This design comes from an exercise in tuning for small area, a short achievable clock period and few clock cycles per item on the open sky130 flow, not from production work. Only simulation tests tie the RTL to the original design; equivalence was not proved.

## flow/design.v (module list and top-level ports; edited modules follow where they fit)
// module mul_pipe_unit: 1212 lines
// module fa_cell: 10 lines
// module ha_cell: 9 lines
module mul_pipe_unit #(
    parameter int XLEN   = 32,
    parameter int STAGES = 3,
    parameter int TAG_W  = 5
) (
    input  logic              CLK_0,
    input  logic              RST_0,
    input  logic              in_valid,
    output logic              in_ready,
    input  logic [1:0]        in_op,
    input  logic [XLEN-1:0]   in_a,
    input  logic [XLEN-1:0]   in_b,
    input  logic [TAG_W-1:0]  in_tag,
    output logic              out_valid,
    input  logic              out_ready,
    output logic [XLEN-1:0]   out_result,
    output logic [TAG_W-1:0]  out_tag
);
  // ...
==> flow/run.sh <==
#!/bin/bash
# synth_recipe.tcl (not shown) runs the flow's synth.tcl, then flattens the netlist and writes it again
# the make line also repeats each setting of config.mk as NAME=value (left out here)
make -C /OpenROAD-flow-scripts/flow DESIGN_CONFIG=/design/flow/config.mk WORK_HOME=/design/flow/orfs CLKGATE_MAP_FILE= SYNTH_SCRIPT=/design/flow/synth_recipe.tcl finish
==> flow/config.mk <==
export PLATFORM = sky130hd
export DESIGN_NAME = mul_pipe_unit
export DESIGN_NICKNAME = mul_pipe_unit
export VERILOG_FILES = /design/flow/design.v
export SDC_FILE = /design/flow/constraint.sdc
export NUM_CORES = 4
export LEC_CHECK = 0
export ABC_AREA = 1
export CAP_MARGIN = 20
export CORE_MARGIN = 2
export CORE_UTILIZATION = 40
export SETUP_SLACK_MARGIN = 5
export SLEW_MARGIN = 20
export SYNTH_HIERARCHICAL = 1
==> flow/constraint.sdc <==
create_clock -name core_clock -period 10.0 [get_ports {CLK_0}]
set_input_delay 2.0000 -clock core_clock [delete_from_list [all_inputs] [get_ports {CLK_0}]]
set_output_delay 2.0000 -clock core_clock [all_outputs]
set_load 0.01 [all_outputs]
==> notes.md, run 1 <==
# TYPE chip_impl_metric gauge
chip_impl_metric{name="yosys_warnings",unit=""} 7
chip_impl_metric{name="setup_slack_placement",unit="ns"} 4.21
chip_impl_metric{name="report.final.slew_viol_count",unit=""} 0
chip_impl_metric{name="final_hold_viol_count",unit=""} 0
chip_impl_info{name="synth_top_family_by_area",value="adder cells"} 1
chip_impl_metric{name="final_cell_count_without_fillers",unit=""} 4197
chip_impl_metric{name="net_count_after_synthesis",unit=""} 3935
chip_impl_info{name="cts_tree",value="done"} 1
chip_impl_metric{name="grt_pass1_wl",unit="um"} 163000
chip_impl_info{name="global_route.peak_usage_layer",value="met2"} 1
chip_impl_metric{name="yosysSeqAreaShare",unit="%"} 17.4
chip_impl_metric{name="maxClockFrequency",unit="GHz"} 0.203
chip_impl_metric{name="reg2regPathDepth",unit=""} 16
chip_impl_metric{name="port-buffer-count",unit=""} 113
chip_impl_info{name="outcome",value="timing/DRC/antenna clean"} 1
chip_impl_metric{name="slew-limit-headroom",unit="%"} 38.2
chip_impl_metric{name="final-setup-viol-count",unit=""} 0
chip_impl_metric{name="met3RoutedLength",unit="um"} 12400
chip_impl_metric{name="num_tap_cells",unit=""} 978
chip_impl_metric{name="synth.lib_cells_used.distinct",unit=""} 33
chip_impl_info{name="max_flop_register",value="a_q"} 1
chip_impl_info{name="min-delay-path-class",value="flop to flop"} 1
chip_impl_metric{name="floorplan.die.height",unit="um"} 280
chip_impl_info{name="yosys-top-cells-area",value="fa_1, edfxtp_1, xor2_1"} 1
chip_impl_metric{name="yosys-mux-area-fraction",unit="%"} 0.518
chip_impl_metric{name="area_share_nonclk_buffers",unit="%"} 6.47
Testbench counts, summed over its fixed seeds: cycles 3,216, items 3,200.
==> run 2: changes to the inputs <==
--- a/flow/config.mk
+++ b/flow/config.mk
@@ -7,3 +7,3 @@
 export LEC_CHECK = 0
-export ABC_AREA = 1
+export ABC_CLOCK_PERIOD_IN_PS = 4500
 export CAP_MARGIN = 20
==> notes.md, run 2 <==
# TYPE chip_impl_metric gauge
chip_impl_info{name="outcome",value="timing/DRC/antenna clean"} 1
chip_impl_metric{name="grt.overflow.total",unit=""} 0
chip_impl_metric{name="finalHoldWorstSlack",unit="ns"} 0.424
chip_impl_info{name="cts_tree",value="done"} 1
chip_impl_metric{name="cts.path.max_buffers",unit=""} 2
chip_impl_metric{name="dp.final_hpwl",unit="um"} 66900
chip_impl_metric{name="globalRouteTotalUtil",unit="%"} 27.5
chip_impl_metric{name="routedWlPerCell",unit="um"} 29.8
chip_impl_info{name="cp_cell_sequence",value="ha_4, o21a_1, o2111a_2, a211oi_4, o21ai_4, buf_6, buf_6, o21ai_4, buf_6, o311ai_4, a221oi_2, xnor2_1, buf_2"} 1
chip_impl_metric{name="grt_pass1_wl",unit="um"} 158000
chip_impl_metric{name="setup_total_negative_slack",unit="ns"} 0
chip_impl_metric{name="finalCritPeriodShare",unit="%"} 54.0
chip_impl_metric{name="total_number_of_h_tree_levels",unit=""} 4
chip_impl_info{name="timing.critical_path.from_type",value="flop"} 1
chip_impl_info{name="layout_top_registers",value="a_q (33), x_q (32), y_q (32)"} 1
chip_impl_metric{name="synth_edf_count",unit=""} 175
chip_impl_metric{name="antenna_cells",unit=""} 0
chip_impl_info{name="min-delay-path-class",value="flop to flop"} 1
chip_impl_metric{name="io-pin-count",unit=""} 114
chip_impl_metric{name="netlist.area_leader.share",unit="%"} 32.3
chip_impl_info{name="layout.cells.most_common",value="xnor2_1"} 1
chip_impl_info{name="grt_setup_unrepaired",value="true"} 1
chip_impl_metric{name="clock_sinks",unit=""} 177
chip_impl_metric{name="cap_viol_max_count",unit=""} 0
chip_impl_metric{name="final.min_clock_period",unit="ns"} 5.40
chip_impl_metric{name="final-setup-viol-count",unit=""} 0
chip_impl_metric{name="ant_nets",unit=""} 0
chip_impl_metric{name="netlist_area",unit="mm2"} 0.0298
chip_impl_metric{name="remaining_drc_errors",unit=""} 0
chip_impl_metric{name="floorplan.die.height",unit="um"} 277
chip_impl_metric{name="final_hold_viol_count",unit=""} 0
chip_impl_metric{name="final_cell_count_without_fillers",unit=""} 3584
chip_impl_metric{name="totalWireLength",unit="um"} 107000
chip_impl_metric{name="design.core.area",unit="mm2"} 0.0741
chip_impl_metric{name="clkSlewWorstSetupHoldPaths",unit="ns"} 0.07
chip_impl_metric{name="drt_pre_antenna_iters",unit=""} 9
chip_impl_metric{name="initialDrtViolationCount",unit=""} 2861
chip_impl_metric{name="initial_core_utilization",unit="%"} 40.2
chip_impl_info{name="most_used_standard_cells_in_the_synthesized_netlist",value="xnor2_1, a22oi_1, fa_1, clkbuf_1, edfxtp_1"} 1
chip_impl_metric{name="number_of_buffer_and_inverter_stages_on_the_critical_path",unit=""} 4
chip_impl_info{name="critical_path.endpoint_type",value="output pin"} 1
chip_impl_metric{name="report.final.slew_viol_count",unit=""} 0
chip_impl_metric{name="slew-limit-headroom",unit="%"} 36.2
chip_impl_metric{name="filler_cell_count",unit=""} 6817
chip_impl_metric{name="synthCells",unit=""} 2684
chip_impl_metric{name="clk_latency_worst_skew_pair",unit="ns"} 0.49
chip_impl_info{name="final_cell_mix",value="xnor2_1, a22oi_1, fa_1"} 1
chip_impl_metric{name="die_area",unit="mm2"} 0.0766
chip_impl_info{name="max_flop_register",value="a_q"} 1
chip_impl_metric{name="number_of_buffers_created_by_cts",unit=""} 17
chip_impl_metric{name="yosysSeqAreaShare",unit="%"} 17.8
chip_impl_metric{name="synth.lib_cells_used.distinct",unit=""} 56
chip_impl_metric{name="cp_max_fo",unit=""} 3
chip_impl_metric{name="maxClockFrequency",unit="GHz"} 0.185
chip_impl_metric{name="port-buffer-count",unit=""} 113
chip_impl_metric{name="yosys_warnings",unit=""} 7
chip_impl_metric{name="largest_net_degree_at_the_start_of_global_routing",unit=""} 80
chip_impl_metric{name="worstPathArrival",unit="ns"} 3.40
chip_impl_info{name="timing.critical_path.slowest_stage_cell",value="edfxtp_1"} 1
chip_impl_metric{name="cts-hold-fix-buffers",unit=""} 0
chip_impl_metric{name="ys_seq_elements",unit=""} 177
chip_impl_metric{name="dpl.cell_count",unit=""} 3509
chip_impl_metric{name="cp_slowest_stage_delay",unit="ns"} 0.43
chip_impl_metric{name="route.vias.total",unit=""} 23000
chip_impl_info{name="synth_most_common_cell",value="xnor2_1"} 1
chip_impl_metric{name="fin_nets",unit=""} 3282
chip_impl_info{name="cts_root_buffer",value="clkbuf_16"} 1
chip_impl_metric{name="antenna_violations_before_repair",unit=""} 4
chip_impl_info{name="synth_area_leader_cell",value="fa_1"} 1
chip_impl_info{name="yosys-top-cells-area",value="fa_1, edfxtp_1, xnor2_1"} 1
chip_impl_metric{name="synthArstFlopShare",unit="%"} 0
chip_impl_metric{name="post_route_skew",unit="ns"} 0.0151
chip_impl_metric{name="net_count_after_synthesis",unit=""} 3363
chip_impl_metric{name="syn-mean-instance-area",unit="um2"} 11.1
chip_impl_metric{name="postLayoutCellArea",unit="mm2"} 0.0331
chip_impl_metric{name="proportion_of_layout_cells_with_a_drive_suffix_above_1",unit="%"} 12.7
chip_impl_metric{name="cell_area_after_placement",unit="mm2"} 0.0315
chip_impl_metric{name="placementRows",unit=""} 100
chip_impl_info{name="crit_path_frequent_cell",value="buf_6"} 1
chip_impl_info{name="post_synth_top_flop",value="edfxtp_1"} 1
chip_impl_info{name="critical_path_class",value="flop to output pin"} 1
chip_impl_metric{name="worstPathRequired",unit="ns"} 8.00
chip_impl_metric{name="gp_routability_congestion",unit=""} 0.908
chip_impl_metric{name="die_width",unit="um"} 277
chip_impl_info{name="worst_path_dominant_cell_family",value="compound AO/OA/AOI/OAI gates"} 1
chip_impl_metric{name="first_global_vias",unit=""} 25000
chip_impl_metric{name="area_delta_synth_final",unit="%"} 11.4
chip_impl_metric{name="largest_register_ffs",unit=""} 33
chip_impl_metric{name="route.detailed.vias_per_inst",unit=""} 6.43
chip_impl_metric{name="timing_worst_slew_pin_value",unit="ns"} 0.957
run 2: cell type report:
type	instances	area, um2	share of cell area [%]
Sequential cell	177	5300	16.0
Timing Repair Buffer	241	2260	6.82
Inverter	24	90.1	0.272
Tap cell	969	1210	3.66
Clock buffer	18	429	1.30
Clock inverter	13	130	0.393
Multi-Input combinational cell	2142	23700	71.6
run 2: layer usage:
metal	track usage [%]	wire [um]	part of all wire (%)
met3	8.88	13600	13
met2	42.6	47500	44
met1	34.6	40100	38
met5	0	12	0.011
met4	13.8	5690	5.3
run 2: path summary, 6_finish.rpt:
check        startpoint        endpoint  slack, ns  cells past startpoint
max             ly_q[4]  out_result[21]       4.60                     13
min           tag_q1[0]       tag_q2[0]       0.42                      0
max reg2reg     a_q[26]         y_q[29]       5.15                     10
min reg2reg   tag_q1[0]       tag_q2[0]       0.42                      0
run 2: through the flow:
step,util [%],worst slack (ns)
floorplan,-,4.71
global placement,42.5,4.18
detailed placement,42.5,4.18
CTS,43.9,4.53
global route,44.7,4.51
finish,44.7,4.60
run 2: worst register-to-register path, cell delays in order (launching register included):
cell and delay (ns):
edfxtp_1 0.33, buf_4 0.50, a22oi_1 0.22, xnor2_1 0.20, fa_1 0.48, fa_1 0.55
fa_1 0.46, fa_1 0.41, fa_1 0.54, fa_1 0.57, mux2_2 0.33
run 2: modules after synthesis, one instance, submodules excluded:
| module | cells | flops+latches | cell area (um2) | copies in the design |
|---|---|---|---|---|
| fa_cell | 1 | 0 | 20.0 | 480 |
| ha_cell | 1 | 0 | 12.5 | 62 |
| mul_pipe_unit | 2142 | 177 | 19400 | 1 |
run 2: cell families (layout without fill, tap and decap cells):
group | Yosys count | after routing | synth area share [%]
fa+ha+maj | 604 | 604 | 37.5
xor+xnor | 618 | 618 | 18.2
mux | 64 | 64 | 2.41
buf+inv | 367 | 296 | 4.64
simple gates | 184 | 186 | 3.09
compound gates | 670 | 670 | 16.4
flops | 177 | 177 | 17.8
run 2: timing repair:
action                                  4_1_cts  5_1_grt
endpoints found under the setup margin       70       28
setup buffers                                24       15
gates cloned                                  2        3
hold endpoints to repair                      0        0
pin swaps                                    23       47
resized for setup                           135      139
==> run 3: changes to the inputs <==
--- a/flow/config.mk
+++ b/flow/config.mk
@@ -7,3 +7,3 @@
 export LEC_CHECK = 0
-export ABC_CLOCK_PERIOD_IN_PS = 4500
+export ABC_CLOCK_PERIOD_IN_PS = 2500
 export CAP_MARGIN = 20
==> notes.md, run 3 <==
# TYPE chip_impl_metric gauge
chip_impl_info{name="critical_path.startpoint",value="ly_q[4]"} 1
chip_impl_info{name="timing.critical_path.from_type",value="flop"} 1
chip_impl_metric{name="worstPathRequired",unit="ns"} 8.00
chip_impl_metric{name="worstPathArrival",unit="ns"} 3.40
chip_impl_info{name="grt_setup_unrepaired",value="true"} 1
chip_impl_metric{name="area_delta_synth_final",unit="%"} 11.4
chip_impl_info{name="outcome",value="timing/DRC/antenna clean"} 1
chip_impl_metric{name="synth.lib_cells_used.distinct",unit=""} 56
chip_impl_info{name="max_flop_register",value="a_q"} 1
chip_impl_metric{name="final.min_clock_period",unit="ns"} 5.40
chip_impl_metric{name="routedWlPerCell",unit="um"} 29.8
chip_impl_info{name="critical_path.endpoint_type",value="output pin"} 1
chip_impl_info{name="timing.critical_path.slowest_stage_cell",value="edfxtp_1"} 1
chip_impl_metric{name="die_width",unit="um"} 277
chip_impl_metric{name="clk_latency_worst_skew_pair",unit="ns"} 0.49
chip_impl_metric{name="setup_total_negative_slack",unit="ns"} 0
chip_impl_info{name="yosys-top-cells-area",value="fa_1, edfxtp_1, xnor2_1"} 1
chip_impl_metric{name="number_of_buffer_and_inverter_stages_on_the_critical_path",unit=""} 4
chip_impl_info{name="min-delay-path-class",value="flop to flop"} 1
chip_impl_metric{name="grt_pass1_wl",unit="um"} 158000
chip_impl_metric{name="final-setup-viol-count",unit=""} 0
chip_impl_metric{name="totalWireLength",unit="um"} 107000
chip_impl_metric{name="worst-r2r-setup-slack",unit="ns"} 5.15
chip_impl_metric{name="netlist_area",unit="mm2"} 0.0298
chip_impl_metric{name="cap_viol_max_count",unit=""} 0
chip_impl_metric{name="initial_core_utilization",unit="%"} 40.2
chip_impl_info{name="final_cell_mix",value="xnor2_1, a22oi_1, fa_1"} 1
chip_impl_metric{name="netlist.area_leader.share",unit="%"} 32.3
chip_impl_metric{name="clkSlewWorstSetupHoldPaths",unit="ns"} 0.07
chip_impl_metric{name="die_area",unit="mm2"} 0.0766
chip_impl_metric{name="initialDrtViolationCount",unit=""} 2861
chip_impl_info{name="synth_most_common_cell",value="xnor2_1"} 1
chip_impl_metric{name="clock_sinks",unit=""} 177
chip_impl_metric{name="grt.overflow.total",unit=""} 0
chip_impl_metric{name="route.vias.total",unit=""} 23000
chip_impl_info{name="layout.cells.most_common",value="xnor2_1"} 1
chip_impl_metric{name="synth_edf_count",unit=""} 175
chip_impl_metric{name="port-buffer-count",unit=""} 113
chip_impl_info{name="worstReg2RegEnd",value="y_q[29]"} 1
chip_impl_metric{name="design.core.area",unit="mm2"} 0.0741
chip_impl_metric{name="ys_seq_elements",unit=""} 177
chip_impl_metric{name="depth_of_the_critical_timing_path_with_buffers_and_inverters_included",unit=""} 13
chip_impl_info{name="worst_path_dominant_cell_family",value="compound AO/OA/AOI/OAI gates"} 1
chip_impl_metric{name="filler_cell_count",unit=""} 6817
chip_impl_metric{name="gp_routability_congestion",unit=""} 0.908
chip_impl_metric{name="antenna_violations_before_repair",unit=""} 4
chip_impl_metric{name="net_count_after_synthesis",unit=""} 3363
chip_impl_metric{name="maxClockFrequency",unit="GHz"} 0.185
chip_impl_info{name="synth_area_leader_cell",value="fa_1"} 1
chip_impl_info{name="critical_path_class",value="flop to output pin"} 1
chip_impl_info{name="cts_root_buffer",value="clkbuf_16"} 1
chip_impl_metric{name="number_of_buffers_created_by_cts",unit=""} 17
chip_impl_metric{name="dp.final_hpwl",unit="um"} 66900
chip_impl_info{name="crit_path_frequent_cell",value="buf_6"} 1
chip_impl_info{name="post_synth_top_flop",value="edfxtp_1"} 1
chip_impl_metric{name="yosysSeqAreaShare",unit="%"} 17.8
chip_impl_metric{name="synthArstFlopShare",unit="%"} 0
chip_impl_metric{name="placementRows",unit=""} 100
chip_impl_metric{name="antenna_cells",unit=""} 0
chip_impl_info{name="cts_tree",value="done"} 1
chip_impl_metric{name="route.detailed.vias_per_inst",unit=""} 6.43
chip_impl_metric{name="total_number_of_h_tree_levels",unit=""} 4
chip_impl_info{name="timing.rr.start",value="a_q[26]"} 1
chip_impl_metric{name="largest_net_degree_at_the_start_of_global_routing",unit=""} 80
chip_impl_metric{name="floorplan.die.height",unit="um"} 277
chip_impl_metric{name="reg2regPathDepth",unit=""} 10
chip_impl_metric{name="first_global_vias",unit=""} 25000
chip_impl_info{name="layout_top_registers",value="a_q (33), x_q (32), y_q (32)"} 1
chip_impl_metric{name="post_route_skew",unit="ns"} 0.0151
chip_impl_metric{name="proportion_of_layout_cells_with_a_drive_suffix_above_1",unit="%"} 12.7
chip_impl_metric{name="io-pin-count",unit=""} 114
chip_impl_metric{name="largest_register_ffs",unit=""} 33
chip_impl_metric{name="cts.path.max_buffers",unit=""} 2
chip_impl_metric{name="report.final.slew_viol_count",unit=""} 0
chip_impl_metric{name="final_hold_viol_count",unit=""} 0
chip_impl_metric{name="finalCritPeriodShare",unit="%"} 54.0
chip_impl_metric{name="syn-mean-instance-area",unit="um2"} 11.1
chip_impl_metric{name="min_delay_path_depth",unit=""} 0
chip_impl_metric{name="fin_nets",unit=""} 3282
chip_impl_metric{name="ant_nets",unit=""} 0
chip_impl_metric{name="cp_max_fo",unit=""} 3
chip_impl_metric{name="cts-hold-fix-buffers",unit=""} 0
chip_impl_metric{name="drt_pre_antenna_iters",unit=""} 9
chip_impl_metric{name="timing_worst_slew_pin_value",unit="ns"} 0.957
chip_impl_info{name="most_used_standard_cells_in_the_synthesized_netlist",value="xnor2_1, a22oi_1, fa_1, clkbuf_1, edfxtp_1"} 1
chip_impl_info{name="cp_cell_sequence",value="ha_4, o21a_1, o2111a_2, a211oi_4, o21ai_4, buf_6, buf_6, o21ai_4, buf_6, o311ai_4, a221oi_2, xnor2_1, buf_2"} 1
chip_impl_metric{name="slew-limit-headroom",unit="%"} 36.2
chip_impl_info{name="cp-endpoint",value="out_result[21]"} 1
chip_impl_metric{name="synthCells",unit=""} 2684
chip_impl_metric{name="remaining_drc_errors",unit=""} 0
chip_impl_metric{name="yosys_warnings",unit=""} 7
chip_impl_metric{name="cp_slowest_stage_delay",unit="ns"} 0.43
chip_impl_metric{name="globalRouteTotalUtil",unit="%"} 27.5
-- run 3: cell counts after synthesis --
Identical to the previous run, type by type.
-- run 3: stage by stage --
stage               cells  worst slack (ns)  hold slack, ns  cell area (um2)  util [%]
floorplan            2684              4.71           0.400            29800         -
global placement     3509              4.18           0.401            31500      42.5
detailed placement   3509              4.18           0.407            31500      42.5
CTS                  3566              4.53           0.422            32500      43.9
global route         3584              4.51           0.435            33100      44.7
finish               3584              4.60           0.424            33100      44.7
-- run 3: routing by layer --
metal	vias to the layer above	track usage, %	wire [um]
li1	9197	-	-
met1	11700	34.6	40100
met2	1742	42.6	47500
met3	411	8.88	13600
met4	2	13.8	5690
met5	-	0	12
-- run 3: cells by family after synthesis --
group / Yosys count / share of synthesized area (%)
compound gates: 670 / 16.4
mux: 64 / 2.41
fa+ha+maj: 604 / 37.5
simple gates: 184 / 3.09
xor+xnor: 618 / 18.2
flops: 177 / 17.8
buf+inv: 367 / 4.64
-- run 3: worst reg2reg max path, stage by stage, from the launching register on --
cell and delay (ns):
edfxtp_1 0.33, buf_4 0.50, a22oi_1 0.22, xnor2_1 0.20, fa_1 0.48, fa_1 0.55, fa_1 0.46, fa_1 0.41
fa_1 0.54, fa_1 0.57, mux2_2 0.33
-- run 3: worst min-delay path by stage --
stage,startpoint,to,slack [ns]
final,tag_q1[0],tag_q2[0],0.42
after detailed placement,tag_q1[1],tag_q2[1],0.41
after global routing,tag_q1[2],tag_q2[2],0.44
after CTS,tag_q1[0],tag_q2[0],0.42
after global placement,tag_q1[1],tag_q2[1],0.40
after floorplan,tag_q1[0],tag_q2[0],0.40
-- run 3: cell type report --
type                            count  area [um2]  share of cell area, %
Multi-Input combinational cell   2142       23700                   71.6
Clock inverter                     13         130                  0.393
Inverter                           24        90.1                  0.272
Sequential cell                   177        5300                   16.0
Tap cell                          969        1210                   3.66
Clock buffer                       18         429                   1.30
Timing Repair Buffer              241        2260                   6.82
-- run 3: per-module statistics from Yosys, one instance, submodules excluded --
module | cells | flops+latches | area (um2) | copies in the design
mul_pipe_unit | 2142 | 177 | 19400 | 1
ha_cell | 1 | 0 | 12.5 | 62
fa_cell | 1 | 0 | 20.0 | 480
-- run 3: repair_timing --
action                     in CTS  in global routing
gates resized for setup       135                139
pin swaps                      23                 47
setup endpoints to repair      70                 28
cloned                          2                  3
buffers inserted               24                 15
==> run 4: changes to the inputs <==
--- a/flow/config.mk
+++ b/flow/config.mk
@@ -7,3 +7,3 @@
 export LEC_CHECK = 0
-export ABC_CLOCK_PERIOD_IN_PS = 2500
+export ABC_CLOCK_PERIOD_IN_PS = 3500
 export CAP_MARGIN = 20
==> notes.md, run 4 <==
# TYPE chip_impl_metric gauge
chip_impl_metric{name="filler_cell_count",unit=""} 6817
chip_impl_metric{name="cp_max_fo",unit=""} 3
chip_impl_metric{name="synth_edf_count",unit=""} 175
chip_impl_metric{name="synth.lib_cells_used.distinct",unit=""} 56
chip_impl_metric{name="final_hold_viol_count",unit=""} 0
chip_impl_metric{name="final-seq-area",unit="mm2"} 0.00530
chip_impl_metric{name="clk_latency_worst_skew_pair",unit="ns"} 0.49
chip_impl_metric{name="proportion_of_layout_cells_with_a_drive_suffix_above_1",unit="%"} 12.7
chip_impl_info{name="timing.rr.start",value="a_q[26]"} 1
chip_impl_metric{name="largest_register_ffs",unit=""} 33
chip_impl_metric{name="floorplan.die.height",unit="um"} 277
chip_impl_info{name="outcome",value="timing/DRC/antenna clean"} 1
chip_impl_metric{name="design.core.area",unit="mm2"} 0.0741
chip_impl_metric{name="finalCritPeriodShare",unit="%"} 54.0
chip_impl_metric{name="ys_seq_elements",unit=""} 177
chip_impl_metric{name="syn-mean-instance-area",unit="um2"} 11.1
chip_impl_metric{name="gp_routability_congestion",unit=""} 0.908
chip_impl_metric{name="postLayoutCellArea",unit="mm2"} 0.0331
chip_impl_info{name="synth_most_common_cell",value="xnor2_1"} 1
chip_impl_info{name="worst_path_dominant_cell_family",value="compound AO/OA/AOI/OAI gates"} 1
chip_impl_metric{name="number_of_buffers_created_by_cts",unit=""} 17
chip_impl_metric{name="finalCoreUtilization",unit="%"} 44.7
chip_impl_info{name="final_cell_mix",value="xnor2_1, a22oi_1, fa_1"} 1
chip_impl_metric{name="final-setup-viol-count",unit=""} 0
chip_impl_metric{name="antenna_cells",unit=""} 0
chip_impl_metric{name="clock_sinks",unit=""} 177
chip_impl_metric{name="dpl.cell_count",unit=""} 3509
chip_impl_info{name="grt_setup_unrepaired",value="true"} 1
chip_impl_metric{name="antenna_violations_before_repair",unit=""} 4
chip_impl_info{name="synth_area_leader_cell",value="fa_1"} 1
chip_impl_info{name="cts_root_buffer",value="clkbuf_16"} 1
chip_impl_metric{name="synthArstFlopShare",unit="%"} 0
chip_impl_info{name="critical_path.startpoint",value="ly_q[4]"} 1
chip_impl_metric{name="grt_pass1_wl",unit="um"} 158000
chip_impl_metric{name="slew-limit-headroom",unit="%"} 36.2
chip_impl_metric{name="area_delta_synth_final",unit="%"} 11.4
chip_impl_metric{name="netlist_area",unit="mm2"} 0.0298
chip_impl_metric{name="grt.overflow.total",unit=""} 0
chip_impl_metric{name="multi_input_comb_area",unit="mm2"} 0.0237
chip_impl_metric{name="globalRouteTotalUtil",unit="%"} 27.5
chip_impl_metric{name="report.final.slew_viol_count",unit=""} 0
chip_impl_metric{name="maxClockFrequency",unit="GHz"} 0.185
chip_impl_info{name="critical_path.endpoint_type",value="output pin"} 1
chip_impl_metric{name="totalWireLength",unit="um"} 107000
chip_impl_info{name="timing.critical_path.slowest_stage_cell",value="edfxtp_1"} 1
chip_impl_metric{name="yosysSeqAreaShare",unit="%"} 17.8
chip_impl_metric{name="first_global_vias",unit=""} 25000
chip_impl_metric{name="cell_area_after_placement",unit="mm2"} 0.0315
chip_impl_metric{name="initial_core_utilization",unit="%"} 40.2
chip_impl_metric{name="cts.path.max_buffers",unit=""} 2
chip_impl_metric{name="depth_of_the_critical_timing_path_with_buffers_and_inverters_included",unit=""} 13
chip_impl_metric{name="initialDrtViolationCount",unit=""} 2861
chip_impl_metric{name="io-pin-count",unit=""} 114
chip_impl_info{name="cts_tree",value="done"} 1
chip_impl_info{name="max_flop_register",value="a_q"} 1
chip_impl_metric{name="final.min_clock_period",unit="ns"} 5.40
chip_impl_info{name="cp-endpoint",value="out_result[21]"} 1
chip_impl_info{name="yosys-top-cells-area",value="fa_1, edfxtp_1, xnor2_1"} 1
chip_impl_metric{name="route.vias.total",unit=""} 23000
chip_impl_info{name="most_used_standard_cells_in_the_synthesized_netlist",value="xnor2_1, a22oi_1, fa_1, clkbuf_1, edfxtp_1"} 1
chip_impl_metric{name="worstPathRequired",unit="ns"} 8.00
chip_impl_metric{name="route.detailed.vias_per_inst",unit=""} 6.43
chip_impl_info{name="cp_cell_sequence",value="ha_4, o21a_1, o2111a_2, a211oi_4, o21ai_4, buf_6, buf_6, o21ai_4, buf_6, o311ai_4, a221oi_2, xnor2_1, buf_2"} 1
chip_impl_metric{name="net_count_after_synthesis",unit=""} 3363
chip_impl_metric{name="port-buffer-count",unit=""} 113
chip_impl_metric{name="ant_nets",unit=""} 0
chip_impl_metric{name="synthCells",unit=""} 2684
chip_impl_metric{name="die_area",unit="mm2"} 0.0766
chip_impl_info{name="crit_path_frequent_cell",value="buf_6"} 1
chip_impl_metric{name="number_of_buffer_and_inverter_stages_on_the_critical_path",unit=""} 4
chip_impl_metric{name="reg2regPathDepth",unit=""} 10
chip_impl_metric{name="setup_slack_placement",unit="ns"} 4.18
chip_impl_info{name="critical_path_class",value="flop to output pin"} 1
chip_impl_metric{name="netlist.area_leader.share",unit="%"} 32.3
chip_impl_info{name="timing.critical_path.from_type",value="flop"} 1
chip_impl_metric{name="fin_nets",unit=""} 3282
chip_impl_metric{name="setup_total_negative_slack",unit="ns"} 0
chip_impl_metric{name="placementRows",unit=""} 100
chip_impl_metric{name="worstPathArrival",unit="ns"} 3.40
chip_impl_metric{name="post_route_skew",unit="ns"} 0.0151
chip_impl_metric{name="total_number_of_h_tree_levels",unit=""} 4
chip_impl_metric{name="cp_slowest_stage_delay",unit="ns"} 0.43
chip_impl_info{name="layout.cells.most_common",value="xnor2_1"} 1
chip_impl_metric{name="remaining_drc_errors",unit=""} 0
chip_impl_metric{name="yosys_warnings",unit=""} 7
chip_impl_metric{name="drt_pre_antenna_iters",unit=""} 9
chip_impl_info{name="min-delay-path-class",value="flop to flop"} 1
chip_impl_info{name="post_synth_top_flop",value="edfxtp_1"} 1
chip_impl_metric{name="die_width",unit="um"} 277
chip_impl_metric{name="post-route-worst-setup-slack",unit="ns"} 4.60
chip_impl_metric{name="cts-hold-fix-buffers",unit=""} 0
chip_impl_metric{name="largest_net_degree_at_the_start_of_global_routing",unit=""} 80
chip_impl_metric{name="dp.final_hpwl",unit="um"} 66900
chip_impl_metric{name="timing_worst_slew_pin_value",unit="ns"} 0.957
chip_impl_info{name="layout_top_registers",value="a_q (33), x_q (32), y_q (32)"} 1
chip_impl_metric{name="final_cell_count_without_fillers",unit=""} 3584
chip_impl_metric{name="clkSlewWorstSetupHoldPaths",unit="ns"} 0.07
chip_impl_metric{name="cap_viol_max_count",unit=""} 0
chip_impl_metric{name="finalHoldWorstSlack",unit="ns"} 0.424
chip_impl_info{name="worstReg2RegEnd",value="y_q[29]"} 1
chip_impl_metric{name="routedWlPerCell",unit="um"} 29.8
chip_impl_metric{name="worst-r2r-setup-slack",unit="ns"} 5.15
-- run 4: cell counts after synthesis --
Identical to the previous run, type by type.
-- run 4: repair_timing --
action,4_1_cts,5_1_grt
buffers inserted,24,15
pin swaps,23,47
resized for setup,135,139
gates cloned,2,3
endpoints found under the setup margin,70,28
-- run 4: routing by layer --
| layer | GRT usage [%] | wire [um] |
|---|---|---|
| met5 | 0 | 12 |
| met4 | 13.8 | 5690 |
| met3 | 8.88 | 13600 |
| met2 | 42.6 | 47500 |
| met1 | 34.6 | 40100 |
-- run 4: layout make-up --
type,instances,area share (%)
sequential,177,16.0
clock buffer,18,1.30
inverter,24,0.272
tap,969,3.66
multi-input combinational,2142,71.6
clock inverter,13,0.393
timing repair buffer,241,6.82
-- run 4: how the worst min path moves through the flow --
stage | startpoint | slack (ns) | endpoint | cells after the start
2_1_floorplan | tag_q1[0] | 0.40 | tag_q2[0] | 0
3_3_place_gp | tag_q1[1] | 0.40 | tag_q2[1] | 0
6_report | tag_q1[0] | 0.42 | tag_q2[0] | 0
5_1_grt | tag_q1[2] | 0.44 | tag_q2[2] | 0
3_5_place_dp | tag_q1[1] | 0.41 | tag_q2[1] | 0
4_1_cts | tag_q1[0] | 0.42 | tag_q2[0] | 0
-- run 4: per-module statistics from Yosys, one instance, submodules excluded --
module	flip-flops and latches	cells inside	times used
fa_cell	0	1	480
ha_cell	0	1	62
mul_pipe_unit	177	2142	1
-- run 4: cells by family after synthesis --
family	synth area share [%]
multiplexers	2.41
XOR/XNOR	18.2
AND/OR/NAND/NOR	3.09
flip-flops	17.8
adder cells (fa/ha/maj)	37.5
buffers and inverters	4.64
AO/OA/AOI/OAI	16.4
==> run 5: changes to the inputs <==
--- a/flow/config.mk
+++ b/flow/config.mk
@@ -7,6 +7,7 @@
 export LEC_CHECK = 0
-export ABC_CLOCK_PERIOD_IN_PS = 3500
+export ABC_AREA = 1
 export CAP_MARGIN = 20
 export CORE_MARGIN = 2
-export CORE_UTILIZATION = 40
+export CORE_UTILIZATION = 60
+export PLACE_DENSITY = 0.75
 export SETUP_SLACK_MARGIN = 5
==> notes.md, run 5 <==
# TYPE chip_impl_metric gauge
chip_impl_info{name="outcome",value="timing/DRC/antenna clean"} 1
chip_impl_metric{name="final_hold_viol_count",unit=""} 0
chip_impl_info{name="critical_path_class",value="flop to flop"} 1
chip_impl_metric{name="first_global_vias",unit=""} 28200
chip_impl_metric{name="synth_simple_gate_area_share",unit="%"} 9.06
chip_impl_metric{name="port-buffer-count",unit=""} 113
chip_impl_metric{name="floorplan.die.height",unit="um"} 229
chip_impl_info{name="critical_path.startpoint",value="a_q[0]"} 1
chip_impl_metric{name="synth_edf_count",unit=""} 175
chip_impl_metric{name="routedWlPerCell",unit="um"} 28.9
chip_impl_metric{name="worstPathArrival",unit="ns"} 5.43
chip_impl_metric{name="io-pin-count",unit=""} 114
chip_impl_metric{name="fin_nets",unit=""} 3884
chip_impl_metric{name="yosys-mux-area-fraction",unit="%"} 0.518
chip_impl_metric{name="post_route_skew",unit="ns"} 0.0167
chip_impl_metric{name="syn-mean-instance-area",unit="um2"} 9.35
chip_impl_metric{name="postLayoutCellArea",unit="mm2"} 0.0330
chip_impl_metric{name="total_number_of_h_tree_levels",unit=""} 4
chip_impl_metric{name="initial_core_utilization",unit="%"} 60.7
chip_impl_metric{name="netlist_area",unit="mm2"} 0.0304
chip_impl_info{name="cp-endpoint",value="lc_q"} 1
chip_impl_metric{name="ant_nets",unit=""} 0
chip_impl_info{name="cts_root_buffer",value="clkbuf_16"} 1
chip_impl_info{name="timing.critical_path.from_type",value="flop"} 1
chip_impl_metric{name="timing_worst_slew_pin_value",unit="ns"} 1.02
chip_impl_metric{name="synth.lib_cells_used.distinct",unit=""} 33
chip_impl_metric{name="placementRows",unit=""} 82
chip_impl_metric{name="cts.path.max_buffers",unit=""} 2
chip_impl_info{name="most_used_standard_cells_in_the_synthesized_netlist",value="xor2_1, nand2_1, o22ai_1, fa_1, inv_1"} 1
chip_impl_metric{name="min_delay_path_depth",unit=""} 0
chip_impl_info{name="cts_tree",value="done"} 1
chip_impl_info{name="synth_most_common_cell",value="xor2_1"} 1
chip_impl_info{name="timing.rr.start",value="a_q[0]"} 1
chip_impl_metric{name="die_width",unit="um"} 229
chip_impl_metric{name="route.vias.total",unit=""} 26700
chip_impl_metric{name="compound_gate_fraction_of_synth_area",unit="%"} 12.3
chip_impl_metric{name="yosys.area_share.xor_xnor",unit="%"} 17.0
chip_impl_metric{name="yosysSeqAreaShare",unit="%"} 17.4
chip_impl_metric{name="maxClockFrequency",unit="GHz"} 0.197
chip_impl_info{name="layout.cells.most_common",value="xor2_1"} 1
chip_impl_metric{name="area_delta_synth_final",unit="%"} 8.49
chip_impl_metric{name="clkSlewWorstSetupHoldPaths",unit="ns"} 0.07
chip_impl_metric{name="ys_seq_elements",unit=""} 177
chip_impl_metric{name="die_area",unit="mm2"} 0.0526
chip_impl_metric{name="report.final.slew_viol_count",unit=""} 0
chip_impl_metric{name="setup_total_negative_slack",unit="ns"} 0
chip_impl_metric{name="final-setup-viol-count",unit=""} 0
chip_impl_metric{name="net_count_after_synthesis",unit=""} 3935
chip_impl_metric{name="route.detailed.vias_per_inst",unit=""} 6.85
chip_impl_metric{name="worst-r2r-setup-slack",unit="ns"} 4.93
chip_impl_info{name="post_synth_top_flop",value="edfxtp_1"} 1
chip_impl_metric{name="final.min_clock_period",unit="ns"} 5.07
chip_impl_metric{name="initialDrtViolationCount",unit=""} 3647
chip_impl_info{name="cp_cell_sequence",value="buf_4, inv_1, o22ai_1, xor2_1, fa_1, fa_1, fa_1, fa_1, ha_1, nand2_1, nor2_1, nand2_1, nor4b_1, nand2_1, a21oi_1"} 1
chip_impl_metric{name="clk_latency_worst_skew_pair",unit="ns"} 0.51
chip_impl_metric{name="gp_routability_congestion",unit=""} 1.03
chip_impl_metric{name="netlist.area_leader.share",unit="%"} 31.6
chip_impl_info{name="max_flop_register",value="a_q"} 1
chip_impl_metric{name="finalCritPeriodShare",unit="%"} 50.7
chip_impl_metric{name="design.core.area",unit="mm2"} 0.0502
chip_impl_info{name="yosys-top-cells-area",value="fa_1, edfxtp_1, xor2_1"} 1
chip_impl_metric{name="largest_net_degree_at_the_start_of_global_routing",unit=""} 83
chip_impl_info{name="synth_top_family_by_area",value="adder cells"} 1
chip_impl_metric{name="dp.final_hpwl",unit="um"} 74900
chip_impl_metric{name="cp_max_fo",unit=""} 19
chip_impl_metric{name="remaining_drc_errors",unit=""} 0
chip_impl_info{name="grt_setup_unrepaired",value="true"} 1
chip_impl_metric{name="cp_slowest_stage_delay",unit="ns"} 0.69
chip_impl_info{name="layout_top_registers",value="a_q (33), x_q (32), y_q (32)"} 1
chip_impl_metric{name="synthCells",unit=""} 3256
chip_impl_metric{name="final-seq-area",unit="mm2"} 0.00530
chip_impl_info{name="crit_path_frequent_cell",value="fa_1"} 1
chip_impl_metric{name="yosys_warnings",unit=""} 7
chip_impl_metric{name="synthArstFlopShare",unit="%"} 0
chip_impl_metric{name="slew-limit-headroom",unit="%"} 31.9
chip_impl_metric{name="cap_viol_max_count",unit=""} 0
chip_impl_metric{name="totalWireLength",unit="um"} 113000
chip_impl_metric{name="clock_sinks",unit=""} 177
chip_impl_metric{name="antenna_violations_before_repair",unit=""} 3
chip_impl_metric{name="worstPathRequired",unit="ns"} 10.35
chip_impl_metric{name="proportion_of_layout_cells_with_a_drive_suffix_above_1",unit="%"} 6.40
chip_impl_metric{name="reg2regPathDepth",unit=""} 15
chip_impl_metric{name="cell_area_after_placement",unit="mm2"} 0.0320
chip_impl_info{name="synth_area_leader_cell",value="fa_1"} 1
chip_impl_info{name="min-delay-path-class",value="flop to flop"} 1
chip_impl_metric{name="multi_input_comb_area",unit="mm2"} 0.0233
chip_impl_info{name="timing.critical_path.slowest_stage_cell",value="inv_1"} 1
chip_impl_info{name="final_cell_mix",value="xor2_1, o22ai_1, nand2_1"} 1
chip_impl_metric{name="filler_cell_count",unit=""} 3996
chip_impl_metric{name="largest_register_ffs",unit=""} 33
chip_impl_info{name="worstReg2RegEnd",value="lc_q"} 1
chip_impl_metric{name="number_of_buffers_created_by_cts",unit=""} 17
chip_impl_metric{name="grt_pass1_wl",unit="um"} 168000
chip_impl_metric{name="post_synth_fa_ha_maj_area_fraction",unit="%"} 36.7
chip_impl_metric{name="cts-hold-fix-buffers",unit=""} 0
chip_impl_metric{name="grt.overflow.total",unit=""} 0
chip_impl_metric{name="globalRouteTotalUtil",unit="%"} 43.2
chip_impl_metric{name="drt_pre_antenna_iters",unit=""} 9
chip_impl_info{name="critical_path.endpoint_type",value="flop"} 1
==> run 5: changes by cell type after synthesis, sizes merged, moves of 255 or more <==
cell / before / now
xor2: 41 / 585
nand2: 79 / 521
a22oi: 512 / 0
inv: 24 / 279
o22ai: 0 / 511
xnor2: 577 / 6
==> run 5: cells by family after synthesis <==
logic type / Yosys count
AOI/OAI and AO/OA: 613
xor gates and xnor gates: 591
adders and majority gates: 604
buffers and inverters: 558
DFF: 177
muxes: 14
and+or+nand+nor: 699
==> run 5: what timing repair did <==
action	CTS	global route
setup buffers	7	1
endpoints found under the hold margin	0	0
cloned	2	0
setup endpoints to repair	36	20
pin swaps	3	2
gates resized for setup	46	53
==> run 5: worst max-delay path, delay by kind of cell, from the launching register on <==
kind                     cells  cell delay, ns
buffers and inverters        2            0.97
flip-flops                   1            0.37
AND/OR/NAND/NOR              5            0.72
adder cells (fa/ha/maj)      5            2.32
XOR/XNOR                     1            0.19
AO/OA/AOI/OAI                2            0.34
==> run 5: worst min-delay path by stage <==
| stage | startpoint | slack, ns | endpoint |
|---|---|---|---|
| 3_3_place_gp | tag_q1[2] | 0.40 | tag_q2[2] |
| 6_report | tag_q1[1] | 0.43 | tag_q2[1] |
| 2_1_floorplan | tag_q1[0] | 0.40 | tag_q2[0] |
| 5_1_grt | tag_q1[2] | 0.44 | tag_q2[2] |
| 3_5_place_dp | tag_q1[1] | 0.41 | tag_q2[1] |
| 4_1_cts | tag_q1[1] | 0.43 | tag_q2[1] |
==> run 5: cell type report <==
cell class / count / share of cell area, %
sequential: 177 / 16.0
clock buffer: 18 / 1.30
clock inverter: 14 / 0.538
antenna: 2 / 0.0152
timing repair buffer: 207 / 5.87
tap: 672 / 2.55
timing repair inverter: 2 / 0.0303
multi-input combinational: 2521 / 70.5
inverter: 279 / 3.21
==> run 5: routing by layer <==
layer,global-route usage (%),vias up,routed length (um)
li1,-,10700,-
met1,51.1,12700,38100
met2,64.4,2456,48200
met3,17.5,758,16700
met4,29.8,6,9350
met5,0,-,135
==> run 5: through the flow <==
stage	worst slack, ns	cells	hold WS (ns)	util (%)
after floorplan	3.90	3256	0.400	-
after global placement	4.10	3848	0.402	63.7
after detailed placement	4.03	3848	0.412	63.7
after CTS	4.81	3889	0.429	65.3
after global routing	4.75	3890	0.442	65.8
final	4.93	3892	0.425	65.8
==> run 5: per-module statistics from Yosys, one instance, submodules excluded <==
| module | copies in the design | area, um2 | flops+latches |
|---|---|---|---|
| ha_cell | 62 | 12.5 | 0 |
| fa_cell | 480 | 20.0 | 0 |
| mul_pipe_unit | 1 | 20100 | 177 |
==> run 6: changes to the inputs <==
==> flow/flow/run.sh (new file) <==
#!/bin/bash
# Own layout flow: the standard ORFS flow (standard synthesis unchanged), with
# port buffers of a plain buffer cell and timing repair aimed below the clock period.
set -euo pipefail
bash standard.sh "BUFFER_PORTS_ARGS=-buffer_cell sky130_fd_sc_hd__buf_2" SETUP_SLACK_MARGIN=5.5 finish > flow_make.log 2>&1
==> flow/standard.sh (new file) <==
#!/bin/bash
# synth_recipe.tcl (not shown) runs the flow's synth.tcl, then flattens the netlist and writes it again
# the make line also repeats each setting of config.mk as NAME=value (left out here)
make -C /OpenROAD-flow-scripts/flow DESIGN_CONFIG=/design/flow/config.mk WORK_HOME=/design/flow/orfs CLKGATE_MAP_FILE= SYNTH_SCRIPT=/design/flow/synth_recipe.tcl "${@:-finish}"
--- a/flow/config.mk
+++ b/flow/config.mk
@@ -10,5 +10,3 @@
 export CORE_MARGIN = 2
-export CORE_UTILIZATION = 60
-export PLACE_DENSITY = 0.75
-export SETUP_SLACK_MARGIN = 5
+export CORE_UTILIZATION = 40
 export SLEW_MARGIN = 20
removed: flow/run.sh
==> notes.md, run 6 <==
# TYPE chip_impl_metric gauge
chip_impl_info{name="outcome",value="timing/DRC/antenna clean"} 1
chip_impl_metric{name="yosys.area_share.xor_xnor",unit="%"} 17.0
chip_impl_metric{name="timing_worst_slew_pin_value",unit="ns"} 1.05
chip_impl_metric{name="area_delta_synth_final",unit="%"} 17.2
chip_impl_metric{name="fin_nets",unit=""} 3974
chip_impl_info{name="synth_most_common_cell",value="xor2_1"} 1
chip_impl_info{name="timing.critical_path.slowest_stage_cell",value="fa_1"} 1
chip_impl_metric{name="netlist.area_leader.share",unit="%"} 31.6
chip_impl_metric{name="gp_routability_congestion",unit=""} 0.960
chip_impl_metric{name="floorplan.die.height",unit="um"} 280
chip_impl_info{name="yosys-top-cells-area",value="fa_1, edfxtp_1, xor2_1"} 1
chip_impl_metric{name="number_of_buffer_and_inverter_stages_on_the_critical_path",unit=""} 2
chip_impl_metric{name="proportion_of_layout_cells_with_a_drive_suffix_above_1",unit="%"} 18.2
chip_impl_metric{name="port-buffer-count",unit=""} 113
chip_impl_info{name="timing.critical_path.from_type",value="flop"} 1
chip_impl_metric{name="cts.path.max_buffers",unit=""} 2
chip_impl_metric{name="setup_total_negative_slack",unit="ns"} 0
chip_impl_info{name="critical_path.endpoint_type",value="flop"} 1
chip_impl_metric{name="cap_viol_max_count",unit=""} 0
chip_impl_info{name="synth_area_leader_cell",value="fa_1"} 1
chip_impl_metric{name="io-pin-count",unit=""} 114
chip_impl_metric{name="initial_core_utilization",unit="%"} 40.2
chip_impl_metric{name="route.detailed.vias_per_inst",unit=""} 6.08
chip_impl_metric{name="worstPathRequired",unit="ns"} 10.36
chip_impl_metric{name="yosys_warnings",unit=""} 7
chip_impl_info{name="post_synth_top_flop",value="edfxtp_1"} 1
chip_impl_metric{name="net_count_after_synthesis",unit=""} 3935
chip_impl_metric{name="clkSlewWorstSetupHoldPaths",unit="ns"} 0.08
chip_impl_metric{name="cp_slowest_stage_delay",unit="ns"} 0.53
chip_impl_metric{name="total_number_of_h_tree_levels",unit=""} 4
chip_impl_info{name="most_used_standard_cells_in_the_synthesized_netlist",value="xor2_1, nand2_1, o22ai_1, fa_1, inv_1"} 1
chip_impl_info{name="cts_tree",value="done"} 1
chip_impl_metric{name="remaining_drc_errors",unit=""} 0
chip_impl_metric{name="report.final.slew_viol_count",unit=""} 0
chip_impl_metric{name="cp_max_fo",unit=""} 16
chip_impl_metric{name="die_width",unit="um"} 280
chip_impl_metric{name="final_hold_viol_count",unit=""} 0
chip_impl_metric{name="worstPathArrival",unit="ns"} 5.03
chip_impl_metric{name="placementRows",unit=""} 101
chip_impl_metric{name="largest_net_degree_at_the_start_of_global_routing",unit=""} 84
chip_impl_metric{name="netlist_area",unit="mm2"} 0.0304
chip_impl_info{name="layout.cells.most_common",value="xor2_1"} 1
chip_impl_info{name="crit_path_frequent_cell",value="fa_1"} 1
chip_impl_metric{name="die_area",unit="mm2"} 0.0783
chip_impl_metric{name="grt_pass1_wl",unit="um"} 169000
chip_impl_info{name="synth_top_family_by_area",value="adder cells"} 1
chip_impl_metric{name="yosys-mux-area-fraction",unit="%"} 0.518
chip_impl_metric{name="slew-limit-headroom",unit="%"} 29.7
chip_impl_metric{name="synth_edf_count",unit=""} 175
chip_impl_metric{name="syn-mean-instance-area",unit="um2"} 9.35
chip_impl_metric{name="setup_slack_placement",unit="ns"} 4.89
chip_impl_metric{name="synthArstFlopShare",unit="%"} 0
chip_impl_metric{name="design.core.area",unit="mm2"} 0.0757
chip_impl_metric{name="compound_gate_fraction_of_synth_area",unit="%"} 12.3
chip_impl_info{name="grt_setup_unrepaired",value="true"} 1
chip_impl_metric{name="synth_simple_gate_area_share",unit="%"} 9.06
chip_impl_metric{name="ant_nets",unit=""} 0
chip_impl_metric{name="dp.final_hpwl",unit="um"} 75300
chip_impl_info{name="cts_root_buffer",value="clkbuf_16"} 1
chip_impl_info{name="critical_path_class",value="flop to flop"} 1
chip_impl_metric{name="post_synth_fa_ha_maj_area_fraction",unit="%"} 36.7
chip_impl_metric{name="clk_latency_worst_skew_pair",unit="ns"} 0.52
chip_impl_metric{name="ys_seq_elements",unit=""} 177
chip_impl_metric{name="globalRouteTotalUtil",unit="%"} 29.1
chip_impl_metric{name="synthCells",unit=""} 3256
chip_impl_info{name="worst_path_dominant_cell_family",value="adder cells"} 1
chip_impl_metric{name="grt.overflow.total",unit=""} 0
chip_impl_info{name="cp_cell_sequence",value="clkinvlp_4, buf_6, o22ai_2, xor2_1, fa_1, fa_1, fa_2, fa_1, fa_1, ha_1, nand2_1, nor2_2, nand2_1, nor4b_2, nand2_1, a21oi_2"} 1
chip_impl_metric{name="initialDrtViolationCount",unit=""} 3453
chip_impl_metric{name="final-setup-viol-count",unit=""} 0
chip_impl_metric{name="totalWireLength",unit="um"} 117000
chip_impl_info{name="max_flop_register",value="a_q"} 1
chip_impl_metric{name="post-route-worst-setup-slack",unit="ns"} 5.33
chip_impl_metric{name="antenna_violations_before_repair",unit=""} 2
chip_impl_metric{name="maxClockFrequency",unit="GHz"} 0.214
chip_impl_metric{name="number_of_buffers_created_by_cts",unit=""} 17
chip_impl_metric{name="clock_sinks",unit=""} 177
chip_impl_metric{name="post_route_skew",unit="ns"} 0.0247
chip_impl_metric{name="first_global_vias",unit=""} 26100
chip_impl_metric{name="yosysSeqAreaShare",unit="%"} 17.4
chip_impl_metric{name="finalCritPeriodShare",unit="%"} 46.7
chip_impl_info{name="min-delay-path-class",value="flop to flop"} 1
chip_impl_metric{name="routedWlPerCell",unit="um"} 27.3
chip_impl_metric{name="route.vias.total",unit=""} 26100
chip_impl_metric{name="final.min_clock_period",unit="ns"} 4.67
chip_impl_info{name="final_cell_mix",value="xor2_1, o22ai_1, nand2_1"} 1
chip_impl_metric{name="largest_register_ffs",unit=""} 33
chip_impl_info{name="layout_top_registers",value="a_q (33), x_q (32), y_q (32)"} 1
chip_impl_metric{name="synth.lib_cells_used.distinct",unit=""} 33
chip_impl_metric{name="filler_cell_count",unit=""} 6986
chip_impl_metric{name="drt_pre_antenna_iters",unit=""} 7
chip_impl_metric{name="cts-hold-fix-buffers",unit=""} 0
-- run 6: cell types whose count changed in the layout (fill, tap and decap cells not counted), moves of 16 or more --
cell / before / now
inv_1: 270 / 235
nand2_2: 12 / 38
fa_2: 0 / 45
fa_1: 480 / 435
buf_2: 0 / 110
buf_12: 1 / 46
ha_1: 106 / 90
inv_2: 5 / 35
clkdlybuf4s50_1: 102 / 0
nand2_1: 509 / 479
-- run 6: cell type report --
| type | instances | area, um2 | share of cell area, % |
|---|---|---|---|
| multi-input combinational | 2521 | 24000 | 67.3 |
| sequential | 177 | 5300 | 14.8 |
| timing repair buffer | 298 | 3420 | 9.58 |
| tap | 978 | 1220 | 3.43 |
| inverter | 279 | 1080 | 3.03 |
| clock buffer | 17 | 425 | 1.19 |
| clock inverter | 15 | 205 | 0.575 |
| timing repair inverter | 1 | 5.00 | 0.0140 |
| antenna | 1 | 2.50 | 0.00701 |
-- run 6: cells by family (layout without fill, tap and decap cells) --
family | count (synthesis) | after routing
compound gates | 613 | 613
mux | 14 | 14
xor+xnor | 591 | 591
buf+inv | 558 | 610
simple gates | 699 | 699
flops | 177 | 177
fa+ha+maj | 604 | 604
other cells | 0 | 1
-- run 6: final timing paths --
| check | end | slack [ns] | depth (start not counted) | start |
|---|---|---|---|---|
| worst max-delay path | lc_q | 5.33 | 16 | bone_q[7] |
| worst max register to register | lc_q | 5.33 | 16 | bone_q[7] |
| worst min-delay path | tag_q2[4] | 0.42 | 0 | tag_q1[4] |
| worst min register to register | tag_q2[4] | 0.42 | 0 | tag_q1[4] |
-- run 6: per-layer routing --
metal,GRT usage [%],routed length [um],vias up
met5,0,29,-
met4,13.2,7200,4
met3,9.93,15400,516
met2,43.8,50400,1973
met1,38.0,44200,12700
li1,-,-,10900
-- run 6: through the flow --
stage	hold WS, ns	instance area [um2]	cells	util [%]
CTS	0.428	34200	4239	45.2
finish	0.424	35700	4287	47.1
global placement	0.401	31800	4155	42.0
global route	0.441	35700	4286	47.1
detailed placement	0.407	31800	4155	42.0
floorplan	0.400	30500	3256	-
-- run 6: modules after synthesis, one instance, submodules excluded --
| module | cells | flip-flops and latches | copies in the design |
|---|---|---|---|
| ha_cell | 1 | 0 | 62 |
| mul_pipe_unit | 2714 | 177 | 1 |
| fa_cell | 1 | 0 | 480 |
-- run 6: timing repair --
item	in CTS	in global routing
pin swaps	5	59
gates resized for setup	227	253
gates cloned	21	14
buffers inserted	31	33
endpoints found under the setup margin	68	70

re-timing with driven ports:
In the flow no input, the clock included, has a driving cell. The finished layouts below were timed again as built, in two steps.
Step 1, drivers: a clkbuf_16 drives CLK_0 and a buf_2 each remaining input, both assumed.
Step 2 also shifts input and output timing later by t, the mid clock arrival at the registers, as if the neighbouring blocks saw the same clock.
Slacks: ideal ports / drivers / drivers and shift; pairs: ideal ports / drivers.
| run | shift t [ns] | setup slack, ns | worst setup path at the end | cell pins on the clock port's net |
|---|---|---|---|---|
| run 1 | 0.572 | 5.068 / 5.068 / 5.068 | register to register | 1 |
| run 2 | 0.547 | 4.602 / 4.538 / 5.085 | register to output | 1 |
| run 3 | 0.547 | 4.602 / 4.538 / 5.085 | register to output | 1 |
| run 4 | 0.547 | 4.602 / 4.538 / 5.085 | register to output | 1 |
| run 5 | 0.565 | 4.927 / 4.927 / 4.927 | register to register | 1 |
| run 6 | 0.571 | 5.330 / 5.330 / 5.330 | register to register | 1 |
After both steps setup and hold are still met in every run listed.
